Source: an optimization exercise on an open RTL-to-GDS flow (aim: small area). Production flows keep margins and buffers that such runs may drop.
The RTL was checked by simulation tests, not by an equivalence proof against the original design.

==> run R <==
Design row_replay_reader, start of the top module:
module row_replay_reader #(
    parameter int DATA_WIDTH = 24,
    parameter int IMG_WIDTH  = 128,
    parameter int SCALE      = 2
) (
    input  logic                  clk,
    input  logic                  rst,
    input  logic                  ce,
    input  logic [DATA_WIDTH-1:0] s_data,
    input  logic                  s_valid,
    output logic                  s_ready,
    output logic [DATA_WIDTH-1:0] m_data,
    output logic                  m_valid,
    input  logic                  m_ready,
    output logic                  m_last,
    output logic                  m_done
);
==> module row_replay_reader, before the edit <==
module row_replay_reader #(
    parameter int DATA_WIDTH = 24,
    parameter int IMG_WIDTH  = 128,
    parameter int SCALE      = 2
) (
    input  logic                  clk,
    input  logic                  rst,
    input  logic                  ce,
    input  logic [DATA_WIDTH-1:0] s_data,
    input  logic                  s_valid,
    output logic                  s_ready,
    output logic [DATA_WIDTH-1:0] m_data,
    output logic                  m_valid,
    input  logic                  m_ready,
    output logic                  m_last,
    output logic                  m_done
);
    localparam int CW = $clog2(IMG_WIDTH);
    localparam int RW = (SCALE > 1) ? $clog2(SCALE) : 1;
    localparam int NW = RW + CW + RW;
    localparam int K  = 8;                
    localparam int KW = $clog2(K);
    localparam int R  = IMG_WIDTH / K;    
    logic                                  replay;
    logic                                  replay_d;
    logic [NW-1:0]                         cnt;
    logic [NW-1:0]                         cnt_d;
    logic [NW-1:0]                         cnt_inc;
    logic [CW-1:0]                         col;
    logic [KW:0]                           cyc;       
    logic [KW-1:0]                         ph;
    logic [K-1:0]                          pend;
    logic [K-1:0]                          pend_d;
    logic                                  accept;
    logic                                  emit;
    logic                                  h_end;
    logic                                  req;
    logic [KW-1:0]                         chain;
    logic [KW-1:0]                         chain_d;
    logic [KW:0]                           wpos;
    logic [KW:0]                           rpos_d;
    logic                                  sh_q;
    logic                                  shn_q;
    logic [K-1:0]                          wsel;
    logic [KW-1:0]                         rslot_q;
    logic                                  winv_q;
    logic [KW:0]                           wpos_d;
    logic                                  rinv_q;
    logic [DATA_WIDTH-1:0]                 wdata;
    logic [DATA_WIDTH-1:0]                 rdata;
    logic [R-1:0][K-1:0][DATA_WIDTH-1:0]   st;
    assign s_ready = ce & ~rst & ~replay;
    assign m_valid = ce & replay;
    assign accept  = s_valid & s_ready;
    assign emit    = m_valid & m_ready;
    assign col     = cnt[RW+CW-1:RW];
    assign h_end   = &cnt[RW-1:0];
    assign chain   = col[KW-1:0];
    assign ph      = cyc[KW-1:0];
    assign m_last  = &cnt[RW+CW-1:0];
    assign m_done  = &cnt;
    assign req     = (accept & ~(&col[CW-1:KW])) | (emit & h_end);
    assign cnt_inc  = cnt + {accept, emit};
    assign cnt_d    = {cnt_inc[NW-1] & ~accept, cnt_inc[NW-2:0]};
    assign replay_d = replay ? ~(emit & (&cnt)) : (accept & (&col));
    always_comb begin
        for (int p = 0; p < K; p++) begin
            pend_d[p] = (req && chain == KW'(p)) || (pend[p] && ph != KW'(p));
        end
    end
    assign chain_d = cnt_d[RW+KW-1:RW];
    assign rpos_d  = cyc - chain_d;
    assign wpos    = cyc - chain;
    assign wpos_d  = cyc + 1'b1 - chain_d;
    for (genvar s = 0; s < K; s++) begin : g_wsel
        assign wsel[s] = accept & (wpos[KW-1:0] == KW'(s));
    end
    always_ff @(posedge clk or posedge rst) begin
        if (rst) begin
            replay <= 1'b0;
            cnt    <= '0;
            cyc    <= '0;
            winv_q <= 1'b1;
        end else begin
            replay <= replay_d;
            cnt    <= cnt_d;
            cyc    <= cyc + 1'b1;
            winv_q <= ~wpos_d[KW];
        end
    end
    always_ff @(posedge clk) begin
        pend   <= pend_d;
        sh_q   <= pend_d[ph + 1'b1];
        shn_q  <= ~pend_d[ph + 1'b1];
        rinv_q <= ~rpos_d[KW];
        rslot_q <= rpos_d[KW-1:0];
    end
    logic [K-1:0][DATA_WIDTH-1:0] rterm;
    for (genvar s = 0; s < K; s++) begin : g_rd
        assign rterm[s] = st[0][s] & {DATA_WIDTH{rslot_q == KW'(s)}};
    end
    always_comb begin
        rdata = '0;
        for (int s = 0; s < K; s++) begin
            rdata = rdata | rterm[s];
        end
    end
    assign m_data = rdata ^ {DATA_WIDTH{rinv_q}};
    assign wdata  = s_data ^ {DATA_WIDTH{winv_q}};
    for (genvar i = 0; i < R; i++) begin : g_ring
        localparam int NXT = (i + 1) % R;
        always_ff @(posedge clk) begin
            if (i == R - 1 && wsel[0]) begin
                st[i][0] <= wdata;
            end else begin
                st[i][0] <= ~((st[NXT][K-1] | {DATA_WIDTH{shn_q}}) &
                              (st[i][K-1]   | {DATA_WIDTH{sh_q}}));
            end
        end
        for (genvar s = 1; s < K; s++) begin : g_slot
            always_ff @(posedge clk) begin
                if (i == R - 1 && wsel[s]) begin
                    st[i][s] <= wdata;
                end else begin
                    st[i][s] <= st[i][s-1];
                end
            end
        end
    end
endmodule
clock: 15.0 ns
lec_check: 0
abc_clock_period_in_ps: 6000
cap_margin: 20
core_margin: 2
core_utilization: 45
cts_buf_list: sky130_fd_sc_hd__clkbuf_8
cts_cluster_diameter: 65
cts_cluster_size: 20
place_density: 0.6
slew_margin: 20
standard.sh (not shown) runs the stock make flow with config.mk's settings and CLKGATE_MAP_FILE= SYNTH_SCRIPT=/design/flow/synth_recipe.tcl, a recipe that flattens the netlist after the stock synthesis.
==> flow/flow/run.sh <==
#!/bin/bash
# Standard ORFS layout; clock tree synthesis without dummy loads, ports buffered with buf_1.
set -e
export CTS_ARGS="-sink_clustering_enable -repair_clock_nets -sink_clustering_size 20 -sink_clustering_max_diameter 65 -buf_list sky130_fd_sc_hd__clkbuf_8 -dont_use_dummy_load"
export BUFFER_PORTS_ARGS="-buffer_cell sky130_fd_sc_hd__buf_1"
bash standard.sh > standard.log 2>&1
==> inputs of run H, as changes to run R <==
==> flow/design.v (replaced) <==
module row_replay_reader #(
    parameter int DATA_WIDTH = 24,
    parameter int IMG_WIDTH  = 128,
    parameter int SCALE      = 2
) (
    input  logic                  clk,
    input  logic                  rst,
    input  logic                  ce,
    input  logic [DATA_WIDTH-1:0] s_data,
    input  logic                  s_valid,
    output logic                  s_ready,
    output logic [DATA_WIDTH-1:0] m_data,
    output logic                  m_valid,
    input  logic                  m_ready,
    output logic                  m_last,
    output logic                  m_done
);
    localparam int CW = $clog2(IMG_WIDTH);
    localparam int RW = (SCALE > 1) ? $clog2(SCALE) : 1;
    localparam int NW = RW + CW + RW;
    localparam int K  = 8;                
    localparam int KW = $clog2(K);
    localparam int R  = IMG_WIDTH / K;    
    logic                                  replay;
    logic [NW-1:0]                         cnt;
    logic [CW-1:0]                         col;
    logic [KW-1:0]                         ph;
    logic [K-1:0]                          pend;
    logic [R-1:0][K-1:0][DATA_WIDTH-1:0]   st;
    logic                                  accept;
    logic                                  emit;
    logic                                  h_end;
    logic                                  req;
    logic                                  sh;
    logic [KW-1:0]                         chain;
    logic [KW-1:0]                         wslot;
    logic [KW-1:0]                         rslot;
    assign s_ready = ce & ~rst & ~replay;
    assign m_valid = ce & replay;
    assign accept  = s_valid & s_ready;
    assign emit    = m_valid & m_ready;
    assign col     = cnt[RW+CW-1:RW];
    assign h_end   = &cnt[RW-1:0];
    assign m_last  = &cnt[RW+CW-1:0];
    assign m_done  = &cnt;
    assign chain   = col[KW-1:0];
    assign rslot   = ph - chain - 1'b1;
    assign wslot   = ph - chain;
    assign m_data  = st[0][rslot];
    assign req     = (accept & ~(&col[CW-1:KW])) | (emit & h_end);
    assign sh      = pend[ph];
    always_ff @(posedge clk or posedge rst) begin
        if (rst) begin
            replay <= 1'b0;
            cnt    <= '0;
            ph     <= '0;
            pend   <= '0;
        end else begin
            ph <= ph + 1'b1;
            for (int p = 0; p < K; p++) begin
                if (req && chain == KW'(p)) begin
                    pend[p] <= 1'b1;
                end else if (ph == KW'(p)) begin
                    pend[p] <= 1'b0;
                end
            end
            if (accept) begin
                cnt[RW+CW-1:RW] <= col + 1'b1;
                if (&col) replay <= 1'b1;
            end
            if (emit) begin
                cnt <= cnt + 1'b1;
                if (&cnt) replay <= 1'b0;
            end
        end
    end
    for (genvar i = 0; i < R; i++) begin : g_ring
        localparam int NXT = (i + 1) % R;
        always_ff @(posedge clk) begin
            if (i == R - 1 && accept && wslot == '0) begin
                st[i][0] <= s_data;
            end else begin
                st[i][0] <= sh ? st[NXT][K-1] : st[i][K-1];
            end
        end
        for (genvar s = 1; s < K; s++) begin : g_slot
            always_ff @(posedge clk) begin
                if (i == R - 1 && accept && wslot == KW'(s)) begin
                    st[i][s] <= s_data;
                end else begin
                    st[i][s] <= st[i][s-1];
                end
            end
        end
    end
endmodule
==> flow/run.sh (new file) <==
#!/bin/bash
# synth_recipe.tcl (not shown) runs the flow's synth.tcl, then flattens the netlist and writes it again
# the make line also repeats each setting of config.mk as NAME=value (left out here)
make -C /OpenROAD-flow-scripts/flow DESIGN_CONFIG=/design/flow/config.mk WORK_HOME=/design/flow/orfs CLKGATE_MAP_FILE= SYNTH_SCRIPT=/design/flow/synth_recipe.tcl finish
--- a/flow/config.mk
+++ b/flow/config.mk
@@ -11,5 +11,5 @@
 export CORE_UTILIZATION = 45
-export CTS_BUF_LIST = sky130_fd_sc_hd__clkbuf_8
-export CTS_CLUSTER_DIAMETER = 65
-export CTS_CLUSTER_SIZE = 20
+export CTS_BUF_LIST = sky130_fd_sc_hd__clkbuf_16
+export CTS_CLUSTER_DIAMETER = 60
+export CTS_CLUSTER_SIZE = 26
 export PLACE_DENSITY = 0.6
removed: flow/flow/run.sh
removed: flow/standard.sh
==> inputs of run C, as changes to run R <==
==> flow/design.v (replaced) <==
module row_replay_reader #(
    parameter int DATA_WIDTH = 24,
    parameter int IMG_WIDTH  = 128,
    parameter int SCALE      = 2
) (
    input  logic                  clk,
    input  logic                  rst,
    input  logic                  ce,
    input  logic [DATA_WIDTH-1:0] s_data,
    input  logic                  s_valid,
    output logic                  s_ready,
    output logic [DATA_WIDTH-1:0] m_data,
    output logic                  m_valid,
    input  logic                  m_ready,
    output logic                  m_last,
    output logic                  m_done
);
    localparam int CW = $clog2(IMG_WIDTH);
    localparam int RW = (SCALE > 1) ? $clog2(SCALE) : 1;
    localparam int NW = RW + CW + RW;
    localparam int K  = 8;                
    localparam int KW = $clog2(K);
    localparam int R  = IMG_WIDTH / K;    
    logic                                  replay;
    logic [NW-1:0]                         cnt;
    logic [CW-1:0]                         col;
    logic [KW-1:0]                         ph;
    logic [K-1:0]                          pend;
    logic [R-1:0][K-1:0][DATA_WIDTH-1:0]   st;
    logic                                  accept;
    logic                                  emit;
    logic                                  h_end;
    logic                                  req;
    logic                                  sh;
    logic [KW-1:0]                         chain;
    logic [KW-1:0]                         wslot;
    logic [KW-1:0]                         rslot;
    assign s_ready = ce & ~rst & ~replay;
    assign m_valid = ce & replay;
    assign accept  = s_valid & s_ready;
    assign emit    = m_valid & m_ready;
    assign col     = cnt[RW+CW-1:RW];
    assign h_end   = &cnt[RW-1:0];
    assign m_last  = &cnt[RW+CW-1:0];
    assign m_done  = &cnt;
    assign chain   = col[KW-1:0];
    assign rslot   = ph - chain - 1'b1;
    assign wslot   = ph - chain;
    assign m_data  = st[0][rslot];
    assign req     = (accept & ~(&col[CW-1:KW])) | (emit & h_end);
    assign sh      = pend[ph];
    always_ff @(posedge clk or posedge rst) begin
        if (rst) begin
            replay <= 1'b0;
            cnt    <= '0;
            ph     <= '0;
            pend   <= '0;
        end else begin
            ph <= ph + 1'b1;
            for (int p = 0; p < K; p++) begin
                if (req && chain == KW'(p)) begin
                    pend[p] <= 1'b1;
                end else if (ph == KW'(p)) begin
                    pend[p] <= 1'b0;
                end
            end
            if (accept) begin
                cnt[RW+CW-1:RW] <= col + 1'b1;
                if (&col) replay <= 1'b1;
            end
            if (emit) begin
                cnt <= cnt + 1'b1;
                if (&cnt) replay <= 1'b0;
            end
        end
    end
    for (genvar i = 0; i < R; i++) begin : g_ring
        localparam int NXT = (i + 1) % R;
        always_ff @(posedge clk) begin
            if (i == R - 1 && accept && wslot == '0) begin
                st[i][0] <= s_data;
            end else begin
                st[i][0] <= sh ? st[NXT][K-1] : st[i][K-1];
            end
        end
        for (genvar s = 1; s < K; s++) begin : g_slot
            always_ff @(posedge clk) begin
                if (i == R - 1 && accept && wslot == KW'(s)) begin
                    st[i][s] <= s_data;
                end else begin
                    st[i][s] <= st[i][s-1];
                end
            end
        end
    end
endmodule
==> flow/run.sh (new file) <==
#!/bin/bash
# synth_recipe.tcl (not shown) runs the flow's synth.tcl, then flattens the netlist and writes it again
# the make line also repeats each setting of config.mk as NAME=value (left out here)
make -C /OpenROAD-flow-scripts/flow DESIGN_CONFIG=/design/flow/config.mk WORK_HOME=/design/flow/orfs CLKGATE_MAP_FILE= SYNTH_SCRIPT=/design/flow/synth_recipe.tcl finish
--- a/flow/config.mk
+++ b/flow/config.mk
@@ -12,3 +12,3 @@
 export CTS_BUF_LIST = sky130_fd_sc_hd__clkbuf_8
-export CTS_CLUSTER_DIAMETER = 65
+export CTS_CLUSTER_DIAMETER = 50
 export CTS_CLUSTER_SIZE = 20
removed: flow/flow/run.sh
removed: flow/standard.sh
==> impl_results.md <==
- RR Endpoint: st[2884]
- Flop2flop setup slack: around 11 ns
- CTS clk-pin slew, worst paths: around 0.09 ns
- Outcome: timing/DRC/antenna clean
- Worst vdd ir: around 0.13 mV
- Core region area: 156600 sq um
- Max FO, Critical Path: 55
- Final period util: between 50% and 60%
- Synth Area in Compound Gates: less than 1%
- Design Area, Final: between 70000 and 80000 sq um
- Multi-input logic portion of the cell area: about 11%
- Placer congestion estimate: 0.7377
- Sw Ratio: 20.62%
- Seq/total area: 79.30%
- Worst path depth: 8
- FILL cells: 12.85k
- CTS Buf Count: 144
- Worst r2r src: ph[0]
- Die area: 161400 sq um
# the run above: run H

==> impl_results.md <==
- FILL cells: approximately 13k
- Sw Ratio: around a fifth
- Outcome: timing/DRC/antenna clean
- Final period util: around 51%
- Seq/total area: about four fifths
- Core region area: between 150000 and 200000 sq um
- Worst path depth: 8
- CTS Buf Count: between 150 and 200
- Flop2flop setup slack: 11.16 ns
- Worst r2r src: ph[0]
- RR Endpoint: st[2884]
# the run above: run C

==> impl_results.md <==
- Syn_nets: around 4.4k
- Crit start category: input pin
- CTS clk-pin slew, worst paths: between 0.1 and 0.15 ns
- Multi-input logic portion of the cell area: under 10%
- Final period util: a little over two fifths
- Core region area: 152100 sq um
- Die area: between 150000 and 200000 sq um
- Design Area, Final: roughly 74000 sq um
- Sw Ratio: around a quarter
- RR Endpoint: st[2903]
- Synth Area in Compound Gates: under 10%
- Max FO, Critical Path: 4
- Seq/total area: between 80 and 90%
- Outcome: timing/DRC/antenna clean
- FILL cells: between 10k and 15k
- Worst r2r src: cyc[0]
- Worst vdd ir: 0.1439 mV
- Worst path depth: 3
- Leak: between 20 and 30 nW
- Non-clock buffer count: 83
- CTS Buf Count: 176
# the run above: run R

## port drivers added, routing unchanged
In the flow no input, the clock included, has a driving cell. The finished layouts below were timed again as built, in two steps. Step 1 assumes that a clkbuf_16 drives the clock port and a buf_2 every other input. Step 2 also shifts input and output timing later by t, the mid clock arrival at the registers, as if the neighbouring blocks saw the same clock. Three values: ideal ports, drivers, drivers and shift; two values: the first two.
run | t (ns) | slack for setup (ns) | clock arrival spread, ns | slew at the worst register clock pin (ns) | cell pins on the clock port's net
run R | 0.895 | 8.543 / 8.519 / 8.519 | 0.165 / 0.165 | 0.12 / 0.12 | 1
run H | 0.837 | 7.450 / 7.380 / 7.615 | 0.031 / 0.031 | 0.09 / 0.09 | 1
run C | 0.956 | 7.296 / 7.230 / 7.618 | 0.057 / 0.058 | 0.12 / 0.12 | 1
After both steps setup and hold are still met in every run listed. The setup slack of run R, which loses most, moves by -0.024 ns with the drivers and by -0.024 ns with both steps.
